From an optimization exercise on the open Yosys and OpenROAD flow, aimed at small area and few clock cycles; shortcuts taken in it are not production practice.
The RTL was checked by simulation tests, not by an equivalence proof against the original design.

==> job 5994 <==
==> flow/design.v <==
`default_nettype none
package usb_tx_pkg;
  typedef logic [7:0] host_byte_t;
  typedef struct packed {
    logic [3:0] check;
    logic [3:0] pid_type;
  } pid_fields_t;
  typedef union packed {
    logic [7:0]  raw;
    pid_fields_t f;
  } pid_t;
  typedef struct packed {
    logic [7:0] data;
    logic       last;   
    logic       pid;    
  } buf_entry_t;
  typedef struct packed {
    logic drive;   
    logic dp;
    logic dm;
  } line_t;
endpackage
`default_nettype wire
`timescale 1ns/1ps
`default_nettype none
module host_write_port (
  input  logic                   clock,
  input  logic                   reset,
  input  logic                   req,
  input  usb_tx_pkg::host_byte_t wdata,
  output logic                   ack,
  output logic                   pid_error,
  output logic                   wr_en,
  input  logic                   wr_slot,
  input  logic                   full,
  output logic                   hdr_done,   
  input  logic                   pending
);
  typedef enum logic [1:0] {PH_LEN = 2'd0, PH_PID = 2'd1, PH_DATA = 2'd2} phase_t;
  phase_t     phase;
  logic [5:0] rem;      
  logic       pid_ok;
  logic       good;
  logic       last_in;
  logic       can;
  logic       accept;
  assign good     = (phase == PH_PID) ? (wdata[7:4] == ~wdata[3:0]) : pid_ok;
  assign last_in  = (rem == 6'd1);
  assign hdr_done = !(phase == PH_DATA && pid_ok);
  assign can    = (phase == PH_LEN) || !good ||
                  (wr_slot && !full && (phase == PH_DATA || !pending));
  assign accept = req && !ack && can;
  assign wr_en  = accept && phase != PH_LEN && good;
  always_ff @(posedge clock) begin
    if (reset) begin
      ack       <= 1'b0;
      pid_error <= 1'b0;
      phase     <= PH_LEN;
    end else begin
      ack       <= accept || (ack && req);
      pid_error <= accept && phase != PH_LEN && last_in && !good;
      if (accept) begin
        if (phase == PH_LEN) phase <= (wdata[5:0] != '0) ? PH_PID : PH_LEN;
        else                 phase <= last_in ? PH_LEN : PH_DATA;
      end
    end
  end
  always_ff @(posedge clock) begin
    if (accept) rem <= (phase == PH_LEN) ? wdata[5:0] : rem - 6'd1;
    if (accept && phase == PH_PID) pid_ok <= good;
  end
endmodule
`default_nettype wire
`timescale 1ns/1ps
`default_nettype none
module packet_buffer (
  input  logic       clock,
  input  logic       reset,
  input  logic       wr_en,
  input  logic [7:0] wdata,
  output logic       wr_slot,    
  input  logic       rd_en,
  output logic       rd_slot,    
  output logic [7:0] tap,
  output logic       full,
  output logic       empty
);
  localparam int K = 31;
  localparam logic [4:0] Z     = 5'b11111;
  localparam logic [4:0] Z_M3  = 5'b10011;   
  logic [K*8-1:0] ring;
  logic [4:0]     wt;
  logic [4:0]     rt;
  logic           lw;    
  assign tap     = ring[K*8-1 -: 8];
  assign wr_slot = (wt == Z);
  assign rd_slot = (rt == Z);
  assign full    = (wt == rt) && lw;
  assign empty   = (wt == rt) && !lw;
  always_ff @(posedge clock) begin
    ring <= {ring[K*8-9:0], wr_en ? wdata : tap};
  end
  always_ff @(posedge clock) begin
    if (reset) begin
      wt <= Z;
      rt <= Z;
      lw <= 1'b0;
    end else begin
      wt <= wr_en ? Z_M3 : {wt[3:0], wt[4] ^ wt[2]};
      rt <= rd_en ? Z_M3 : {rt[3:0], rt[4] ^ rt[2]};
      if (wr_en || rd_en) lw <= wr_en;
    end
  end
endmodule
`default_nettype wire
`timescale 1ns/1ps
`default_nettype none
module line_serializer (
  input  logic              clock,
  input  logic              reset,
  input  logic              hdr_done,  
  output logic              pending,   
  input  logic              rd_slot,
  input  logic              empty,
  input  logic [7:0]        tap,
  output logic              rd_en,
  output usb_tx_pkg::line_t line,
  output logic              busy
);
  typedef enum logic [2:0] {
    S_IDLE = 3'b000,
    S_SYNC = 3'b001,
    S_PID  = 3'b010,
    S_DATA = 3'b011,
    S_CRC  = 3'b100,
    S_TAIL = 3'b110    
  } state_t;
  state_t      state;
  logic [1:0]  cyc;
  logic [2:0]  ones;
  logic [2:0]  bit_idx;
  logic [7:0]  sh;        
  logic [7:0]  nx;
  logic        nxv;
  logic        shv;       
  logic        lvl;
  logic        crc_lo;    
  logic [15:0] crc;
  logic        drained;   
  logic bit_sh;
  logic tick, stuff, tail, stream, in_byte, in_crc, cur, din;
  logic bitstep, bytedone, start, preload, sh_load, se0;
  assign tick     = (cyc == 2'd3);
  assign stuff    = (ones == 3'd6);
  assign busy     = (state != S_IDLE);
  assign tail     = (state == S_TAIL);
  assign stream   = busy && !tail;
  assign in_byte  = (state == S_PID) || (state == S_DATA);
  assign in_crc   = (state == S_CRC);
  assign bit_sh   = sh[bit_idx];
  assign cur      = (state == S_SYNC) ? (bit_idx == 3'd7) : in_crc ? ~crc[0] : bit_sh;
  assign din      = in_crc ? crc[0] : bit_sh;
  assign bitstep  = tick && stream && !stuff;
  assign bytedone = bitstep && (bit_idx == 3'd7);
  assign start    = !busy && hdr_done && (!empty || nxv || shv);
  assign preload  = (!busy || state == S_SYNC) && !shv && nxv;
  assign sh_load  = preload || (bytedone && in_byte && nxv);
  assign rd_en    = !nxv && rd_slot && !empty && !(busy && drained);
  assign pending  = !empty || (busy ? !drained : (nxv || shv));
  assign se0  = tail && (bit_idx[0] ^ bit_idx[1]);
  assign line = {busy, busy && !se0 && lvl, busy && !se0 && !lvl};
  always_ff @(posedge clock) begin
    if (rd_en) nx <= tap;
    if (sh_load) sh <= nx;
    if (state == S_SYNC) crc <= 16'hFFFF;
    else if (bitstep && (state == S_DATA || in_crc))
      crc <= {1'b0, crc[15:1]} ^ ((crc[0] ^ din) ? 16'hA001 : 16'h0000);
    if (start) ones <= '0;
    else if (tick) ones <= (stuff || !cur || tail) ? 3'd0 : ones + 3'd1;
    if (start) lvl <= 1'b1;
    else if (tick && (stuff || (!cur && stream))) lvl <= !lvl;
    else if (tick && tail && bit_idx == 3'd2) lvl <= 1'b1;
  end
  always_ff @(posedge clock) begin
    if (reset) begin
      state   <= S_IDLE;
      nxv     <= 1'b0;
      shv     <= 1'b0;
      cyc     <= '0;
      bit_idx <= '0;
      drained <= 1'b0;
    end else begin
      cyc     <= busy ? cyc + 2'd1 : 2'd0;
      drained <= busy && (drained || empty);
      if (rd_en) nxv <= 1'b1;
      else if (sh_load) nxv <= 1'b0;
      if (bytedone && state == S_SYNC) shv <= 1'b0;
      else if (preload) shv <= 1'b1;
      if (start) bit_idx <= '0;
      else if (tick && !stuff) bit_idx <= bit_idx + 3'd1;
      if (bytedone && state == S_SYNC) crc_lo <= (sh[1:0] == 2'b11);
      else if (bytedone && in_crc) crc_lo <= 1'b0;
      if (start) state <= S_SYNC;
      else if (tick) begin
        case (state)
          S_SYNC:  if (bytedone) state <= S_PID;
          S_PID, S_DATA:
            if (bytedone) state <= nxv ? S_DATA : crc_lo ? S_CRC : S_TAIL;
          S_CRC:   if (bytedone && !crc_lo) state <= S_TAIL;
          S_TAIL:  if (!stuff && bit_idx == 3'd3) state <= S_IDLE;
          default: state <= S_IDLE;
        endcase
      end
    end
  end
endmodule
`default_nettype wire
`timescale 1ns/1ps
`default_nettype none
module usb_tx_top (
  input  logic                   clock,
  input  logic                   reset,
  input  logic                   req,
  input  usb_tx_pkg::host_byte_t wdata,
  output logic                   ack,
  output logic                   pid_error,
  output usb_tx_pkg::line_t      line,
  output logic                   busy
);
  logic       wr_en;
  logic       full;
  logic       empty;
  logic       wr_slot;
  logic       rd_slot;
  logic       rd_en;
  logic [7:0] tap;
  logic       hdr_done;
  logic       pending;
  host_write_port u_host_write_port (
    .clock     (clock),
    .reset     (reset),
    .req       (req),
    .wdata     (wdata),
    .ack       (ack),
    .pid_error (pid_error),
    .wr_en     (wr_en),
    .wr_slot   (wr_slot),
    .full      (full),
    .hdr_done  (hdr_done),
    .pending   (pending)
  );
  packet_buffer u_packet_buffer (
    .clock   (clock),
    .reset   (reset),
    .wr_en   (wr_en),
    .wdata   (wdata),
    .wr_slot (wr_slot),
    .rd_en   (rd_en),
    .rd_slot (rd_slot),
    .tap     (tap),
    .full    (full),
    .empty   (empty)
  );
  line_serializer u_line_serializer (
    .clock    (clock),
    .reset    (reset),
    .hdr_done (hdr_done),
    .pending  (pending),
    .rd_slot  (rd_slot),
    .empty    (empty),
    .tap      (tap),
    .rd_en    (rd_en),
    .line     (line),
    .busy     (busy)
  );
endmodule
`default_nettype wire
==> flow/flow/run.sh <==
#!/bin/bash
# The standard layout with two changes: synthesis maps the logic with an
# area-oriented ABC script (flow/synth.tcl, flow/area.abc), and the port
# buffers are the smallest buffer cell. Each step's output goes to its own log.
set -euo pipefail
here=$(pwd)
export BUFFER_PORTS_ARGS="-buffer_cell sky130_fd_sc_hd__buf_1"
export AREA_ABC_SCRIPT=$here/flow/area.abc
export FLOW_SYNTH_TCL=$here/synth_recipe.tcl
sed -E "s#SYNTH_SCRIPT=('[^']*'|[^ ]*)#SYNTH_SCRIPT=$here/flow/synth.tcl#" standard.sh > area_synth.sh
grep -q "SYNTH_SCRIPT=$here/flow/synth.tcl" area_synth.sh
bash area_synth.sh synth > synth_step.log 2>&1
bash standard.sh > layout_steps.log 2>&1
==> flow/flow/area.abc <==
&get -n
&st
&dch -f
&nf -R 1000
&put
strash
&get -n
&st
&dch -f
&nf -R 1000
&put
topo
dnsize -c
==> flow/flow/synth.tcl <==
# The standard flow's synthesis script, with ABC's logic mapping done by the area-oriented
# script flow/area.abc instead of ORFS's speed script. Registers are untouched.
proc abc {args} {
  set new {}
  set skip 0
  foreach a $args {
    if {$skip} { set skip 0; continue }
    if {$a eq "-script"} { set skip 1; lappend new -script $::env(AREA_ABC_SCRIPT); continue }
    lappend new $a
  }
  yosys abc {*}$new
}
source $::env(FLOW_SYNTH_TCL)
==> flow/standard.sh <==
#!/bin/bash
# synth_recipe.tcl (not shown) runs the flow's synth.tcl, then flattens the netlist and writes it again
# the make line also repeats each setting of config.mk as NAME=value (left out here)
make -C /OpenROAD-flow-scripts/flow DESIGN_CONFIG=/design/flow/config.mk WORK_HOME=/design/flow/orfs CLKGATE_MAP_FILE= SYNTH_SCRIPT=/design/flow/synth_recipe.tcl "${@:-finish}"
==> flow/config.mk <==
export PLATFORM = sky130hd
export DESIGN_NAME = usb_tx_top
export DESIGN_NICKNAME = usb_tx_top
export VERILOG_FILES = /design/flow/design.v
export SDC_FILE = /design/flow/constraint.sdc
export NUM_CORES = 4
export LEC_CHECK = 0
export CAP_MARGIN = 20
export CORE_MARGIN = 2
export CORE_UTILIZATION = 40
export CTS_BUF_LIST = sky130_fd_sc_hd__clkbuf_4
export CTS_CLUSTER_DIAMETER = 40
export CTS_CLUSTER_SIZE = 12
export SLEW_MARGIN = 20
==> flow/constraint.sdc <==
create_clock -name core_clock -period 10.0 [get_ports {clock}]
set_input_delay 2.0000 -clock core_clock [delete_from_list [all_inputs] [get_ports {clock}]]
set_output_delay 2.0000 -clock core_clock [all_outputs]
set_load 0.01 [all_outputs]
==> job 3002: changes against job 5994 <==
--- a/flow/design.v
+++ b/flow/design.v
@@ -36,38 +36,37 @@
   output logic                   hdr_done,   
   input  logic                   pending
 );
-  typedef enum logic [1:0] {PH_LEN = 2'd0, PH_PID = 2'd1, PH_DATA = 2'd2} phase_t;
-  phase_t     phase;
-  logic [5:0] rem;      
+  logic [5:0] rem;        
+  logic       pid_next;   
   logic       pid_ok;
+  logic       len_in;
+  logic       pid_in;
   logic       good;
   logic       last_in;
   logic       can;
   logic       accept;
-  assign good     = (phase == PH_PID) ? (wdata[7:4] == ~wdata[3:0]) : pid_ok;
+  assign len_in   = (rem == '0);
+  assign pid_in   = !len_in && pid_next;
+  assign good     = pid_in ? (wdata[7:4] == ~wdata[3:0]) : pid_ok;
   assign last_in  = (rem == 6'd1);
-  assign hdr_done = !(phase == PH_DATA && pid_ok);
-  assign can    = (phase == PH_LEN) || !good ||
-                  (wr_slot && !full && (phase == PH_DATA || !pending));
+  assign hdr_done = len_in || pid_in || !pid_ok;
+  assign can    = len_in || !good || (wr_slot && !full && !(pid_in && pending));
   assign accept = req && !ack && can;
-  assign wr_en  = accept && phase != PH_LEN && good;
+  assign wr_en  = accept && !len_in && good;
   always_ff @(posedge clock) begin
     if (reset) begin
       ack       <= 1'b0;
       pid_error <= 1'b0;
-      phase     <= PH_LEN;
+      rem       <= '0;
     end else begin
       ack       <= accept || (ack && req);
-      pid_error <= accept && phase != PH_LEN && last_in && !good;
-      if (accept) begin
-        if (phase == PH_LEN) phase <= (wdata[5:0] != '0) ? PH_PID : PH_LEN;
-        else                 phase <= last_in ? PH_LEN : PH_DATA;
-      end
+      pid_error <= accept && last_in && !good;
+      if (accept) rem <= len_in ? wdata[5:0] : rem - 6'd1;
     end
   end
   always_ff @(posedge clock) begin
-    if (accept) rem <= (phase == PH_LEN) ? wdata[5:0] : rem - 6'd1;
-    if (accept && phase == PH_PID) pid_ok <= good;
+    if (accept) pid_next <= len_in;
+    if (accept && pid_in) pid_ok <= good;
   end
 endmodule
 `default_nettype wire
@@ -137,7 +136,7 @@
   } state_t;
   state_t      state;
   logic [1:0]  cyc;
-  logic [2:0]  ones;
+  logic [2:0]  ones;      
   logic [2:0]  bit_idx;
   logic [7:0]  sh;        
   logic [7:0]  nx;
@@ -147,11 +146,11 @@
   logic        crc_lo;    
   logic [15:0] crc;
   logic        drained;   
-  logic bit_sh;
+  logic bit_sh, fb, hdr;
   logic tick, stuff, tail, stream, in_byte, in_crc, cur, din;
   logic bitstep, bytedone, start, preload, sh_load, se0;
   assign tick     = (cyc == 2'd3);
-  assign stuff    = (ones == 3'd6);
+  assign stuff    = (ones == 3'b100);    
   assign busy     = (state != S_IDLE);
   assign tail     = (state == S_TAIL);
   assign stream   = busy && !tail;
@@ -160,6 +159,8 @@
   assign bit_sh   = sh[bit_idx];
   assign cur      = (state == S_SYNC) ? (bit_idx == 3'd7) : in_crc ? ~crc[0] : bit_sh;
   assign din      = in_crc ? crc[0] : bit_sh;
+  assign fb       = crc[0] ^ din;
+  assign hdr      = (state == S_SYNC) || (state == S_PID);
   assign bitstep  = tick && stream && !stuff;
   assign bytedone = bitstep && (bit_idx == 3'd7);
   assign start    = !busy && hdr_done && (!empty || nxv || shv);
@@ -172,14 +173,8 @@
   always_ff @(posedge clock) begin
     if (rd_en) nx <= tap;
     if (sh_load) sh <= nx;
-    if (state == S_SYNC) crc <= 16'hFFFF;
-    else if (bitstep && (state == S_DATA || in_crc))
-      crc <= {1'b0, crc[15:1]} ^ ((crc[0] ^ din) ? 16'hA001 : 16'h0000);
-    if (start) ones <= '0;
-    else if (tick) ones <= (stuff || !cur || tail) ? 3'd0 : ones + 3'd1;
-    if (start) lvl <= 1'b1;
-    else if (tick && (stuff || (!cur && stream))) lvl <= !lvl;
-    else if (tick && tail && bit_idx == 3'd2) lvl <= 1'b1;
+    if (bitstep)
+      crc <= {hdr || fb, crc[15], crc[14] ^ (fb && !hdr), crc[13:2], crc[1] ^ (fb && !hdr)};
   end
   always_ff @(posedge clock) begin
     if (reset) begin
@@ -187,16 +182,20 @@
       nxv     <= 1'b0;
       shv     <= 1'b0;
       cyc     <= '0;
-      bit_idx <= '0;
       drained <= 1'b0;
+      ones    <= 3'b001;
+      lvl     <= 1'b1;
     end else begin
+      if (tick) ones <= (stuff || !cur || tail) ? 3'b001 : {ones[1:0], ones[2] ^ ones[1]};
+      if (tick && (stuff || (!cur && stream))) lvl <= !lvl;
+      else if (tick && tail && bit_idx == 3'd2) lvl <= 1'b1;
       cyc     <= busy ? cyc + 2'd1 : 2'd0;
       drained <= busy && (drained || empty);
       if (rd_en) nxv <= 1'b1;
       else if (sh_load) nxv <= 1'b0;
       if (bytedone && state == S_SYNC) shv <= 1'b0;
       else if (preload) shv <= 1'b1;
-      if (start) bit_idx <= '0;
+      if (!busy) bit_idx <= '0;
       else if (tick && !stuff) bit_idx <= bit_idx + 3'd1;
       if (bytedone && state == S_SYNC) crc_lo <= (sh[1:0] == 2'b11);
       else if (bytedone && in_crc) crc_lo <= 1'b0;
==> flow/flow/area.abc (replaced) <==
&get -n
&st
&deepsyn -T 20
&dch -f
&nf -R 1000
&put
topo
dnsize -c
Settings changed: CORE_UTILIZATION 40 to 75, CTS_BUF_LIST sky130_fd_sc_hd__clkbuf_4 to sky130_fd_sc_hd__clkbuf_8, CTS_CLUSTER_DIAMETER 40 to 50, CTS_CLUSTER_SIZE 12 to 19, PLACE_DENSITY set to 0.85.
==> job 8085: changes against job 5994 <==
--- a/flow/design.v
+++ b/flow/design.v
@@ -36,38 +36,37 @@
   output logic                   hdr_done,   
   input  logic                   pending
 );
-  typedef enum logic [1:0] {PH_LEN = 2'd0, PH_PID = 2'd1, PH_DATA = 2'd2} phase_t;
-  phase_t     phase;
-  logic [5:0] rem;      
+  logic [5:0] rem;        
+  logic       pid_next;   
   logic       pid_ok;
+  logic       len_in;
+  logic       pid_in;
   logic       good;
   logic       last_in;
   logic       can;
   logic       accept;
-  assign good     = (phase == PH_PID) ? (wdata[7:4] == ~wdata[3:0]) : pid_ok;
+  assign len_in   = (rem == '0);
+  assign pid_in   = !len_in && pid_next;
+  assign good     = pid_in ? (wdata[7:4] == ~wdata[3:0]) : pid_ok;
   assign last_in  = (rem == 6'd1);
-  assign hdr_done = !(phase == PH_DATA && pid_ok);
-  assign can    = (phase == PH_LEN) || !good ||
-                  (wr_slot && !full && (phase == PH_DATA || !pending));
+  assign hdr_done = len_in || pid_in || !pid_ok;
+  assign can    = len_in || !good || (wr_slot && !full && !(pid_in && pending));
   assign accept = req && !ack && can;
-  assign wr_en  = accept && phase != PH_LEN && good;
+  assign wr_en  = accept && !len_in && good;
   always_ff @(posedge clock) begin
     if (reset) begin
       ack       <= 1'b0;
       pid_error <= 1'b0;
-      phase     <= PH_LEN;
+      rem       <= '0;
     end else begin
       ack       <= accept || (ack && req);
-      pid_error <= accept && phase != PH_LEN && last_in && !good;
-      if (accept) begin
-        if (phase == PH_LEN) phase <= (wdata[5:0] != '0) ? PH_PID : PH_LEN;
-        else                 phase <= last_in ? PH_LEN : PH_DATA;
-      end
+      pid_error <= accept && last_in && !good;
+      if (accept) rem <= len_in ? wdata[5:0] : rem - 6'd1;
     end
   end
   always_ff @(posedge clock) begin
-    if (accept) rem <= (phase == PH_LEN) ? wdata[5:0] : rem - 6'd1;
-    if (accept && phase == PH_PID) pid_ok <= good;
+    if (accept) pid_next <= len_in;
+    if (accept && pid_in) pid_ok <= good;
   end
 endmodule
 `default_nettype wire
@@ -147,7 +146,7 @@
   logic        crc_lo;    
   logic [15:0] crc;
   logic        drained;   
-  logic bit_sh;
+  logic bit_sh, fb, hdr;
   logic tick, stuff, tail, stream, in_byte, in_crc, cur, din;
   logic bitstep, bytedone, start, preload, sh_load, se0;
   assign tick     = (cyc == 2'd3);
@@ -160,6 +159,8 @@
   assign bit_sh   = sh[bit_idx];
   assign cur      = (state == S_SYNC) ? (bit_idx == 3'd7) : in_crc ? ~crc[0] : bit_sh;
   assign din      = in_crc ? crc[0] : bit_sh;
+  assign fb       = crc[0] ^ din;
+  assign hdr      = (state == S_SYNC) || (state == S_PID);
   assign bitstep  = tick && stream && !stuff;
   assign bytedone = bitstep && (bit_idx == 3'd7);
   assign start    = !busy && hdr_done && (!empty || nxv || shv);
@@ -172,14 +173,8 @@
   always_ff @(posedge clock) begin
     if (rd_en) nx <= tap;
     if (sh_load) sh <= nx;
-    if (state == S_SYNC) crc <= 16'hFFFF;
-    else if (bitstep && (state == S_DATA || in_crc))
-      crc <= {1'b0, crc[15:1]} ^ ((crc[0] ^ din) ? 16'hA001 : 16'h0000);
-    if (start) ones <= '0;
-    else if (tick) ones <= (stuff || !cur || tail) ? 3'd0 : ones + 3'd1;
-    if (start) lvl <= 1'b1;
-    else if (tick && (stuff || (!cur && stream))) lvl <= !lvl;
-    else if (tick && tail && bit_idx == 3'd2) lvl <= 1'b1;
+    if (bitstep)
+      crc <= {hdr || fb, crc[15], crc[14] ^ (fb && !hdr), crc[13:2], crc[1] ^ (fb && !hdr)};
   end
   always_ff @(posedge clock) begin
     if (reset) begin
@@ -187,16 +182,20 @@
       nxv     <= 1'b0;
       shv     <= 1'b0;
       cyc     <= '0;
-      bit_idx <= '0;
       drained <= 1'b0;
+      ones    <= '0;
+      lvl     <= 1'b1;
     end else begin
+      if (tick) ones <= (stuff || !cur || tail) ? 3'd0 : ones + 3'd1;
+      if (tick && (stuff || (!cur && stream))) lvl <= !lvl;
+      else if (tick && tail && bit_idx == 3'd2) lvl <= 1'b1;
       cyc     <= busy ? cyc + 2'd1 : 2'd0;
       drained <= busy && (drained || empty);
       if (rd_en) nxv <= 1'b1;
       else if (sh_load) nxv <= 1'b0;
       if (bytedone && state == S_SYNC) shv <= 1'b0;
       else if (preload) shv <= 1'b1;
-      if (start) bit_idx <= '0;
+      if (!busy) bit_idx <= '0;
       else if (tick && !stuff) bit_idx <= bit_idx + 3'd1;
       if (bytedone && state == S_SYNC) crc_lo <= (sh[1:0] == 2'b11);
       else if (bytedone && in_crc) crc_lo <= 1'b0;
Settings changed: CORE_UTILIZATION 40 to 80, CTS_BUF_LIST sky130_fd_sc_hd__clkbuf_4 to sky130_fd_sc_hd__clkbuf_8, CTS_CLUSTER_DIAMETER 40 to 60, CTS_CLUSTER_SIZE 12 to 20.
==> run_results.csv <==
group,metric,value,unit
status,outcome,"finished clean",
timing,finalCriticalPeriod,4.54,ns
synth,synth_common_cells,"dfxtp_1 (294), nor2_1 (51), nand2_1 (25), a21oi_1 (24), edfxtp_1 (24)",
finish,multiInputGateArea,1360,µm²
finish,signal_buffers,18,
timing,fmax,0.220,GHz
route,wl,11100,µm
finish,nets,633,
setup_path,r2r_cells,10,
global_routing,met1_usage,0.146,
setup_path,start_kind,"flip-flop",
Source of the figures above: job 5994

==> run_results.csv <==
group,metric,value,unit
route,wl,11800,µm
finish,nets,556,
status,outcome,"finished clean",
finish,multiInputGateArea,1080,µm²
synth,yosysMostFrequentCell,"dfxtp_1",
global_routing,global_route.usage.met3,0.0386,
synth,synth_common_cells,"dfxtp_1 (279), edfxtp_1 (38), nor2_1 (27), nand2_1 (23), nor3_1 (14)",
timing,fmax,0.217,GHz
finish,signal_buffers,17,
setup_path,start_kind,"flip-flop",
global_routing,met1_usage,0.296,
setup_path,r2r_cells,7,
Source of the figures above: job 3002

==> run_results.csv <==
group,metric,value,unit
setup_path,r2r_cells,11,
finish,multiInputGateArea,1180,µm²
finish,signal_buffers,20,
global_routing,met1_usage,0.322,
timing,finalCriticalPeriod,3.94,ns
route,wl,13300,µm
setup_path,start_kind,"primary input",
synth,synth_common_cells,"dfxtp_1 (279), edfxtp_1 (38), nor2_1 (29), nand2_1 (20), a21oi_1 (16)",
status,outcome,"finished clean",
finish,nets,568,
Source of the figures above: job 8085

Testbench counts of job 5994, summed over its fixed seeds: cycles 131,526.
Testbench counts of job 3002, summed over its fixed seeds: cycles 131,526.
Testbench counts of job 8085, summed over its fixed seeds: cycles 131,526.

static timing again, ports no longer ideal:
How much do the figures lean on ideal ports? The routed layouts below were timed once more, with nothing changed but the port constraints.
Step 1 assumes that a clkbuf_16 drives the clock port and a buf_2 every other input.
Step 2, shift: input delay + t, output delay - t, t = (earliest + latest rising clock arrival at the registers) / 2. This alone moves slack from input paths to output paths.
a / b / c = ideal ports / drivers / drivers and shift; a / b = the first two.
run	t (ns)	slack for setup (ns)	hold slack, ns	pins driven straight from the clock port
job 5994	0.625	5.461 / 5.430 / 5.651	0.325 / 0.325 / 0.325	1
job 3002	0.553	5.386 / 5.352 / 5.326	0.328 / 0.328 / 0.328	1
job 8085	0.553	6.063 / 6.028 / 5.518	0.314 / 0.314 / 0.314	1
After both steps every run listed still meets setup and hold. The setup slack of job 8085, which loses most, moves by -0.035 ns with the drivers and by -0.545 ns with both steps.
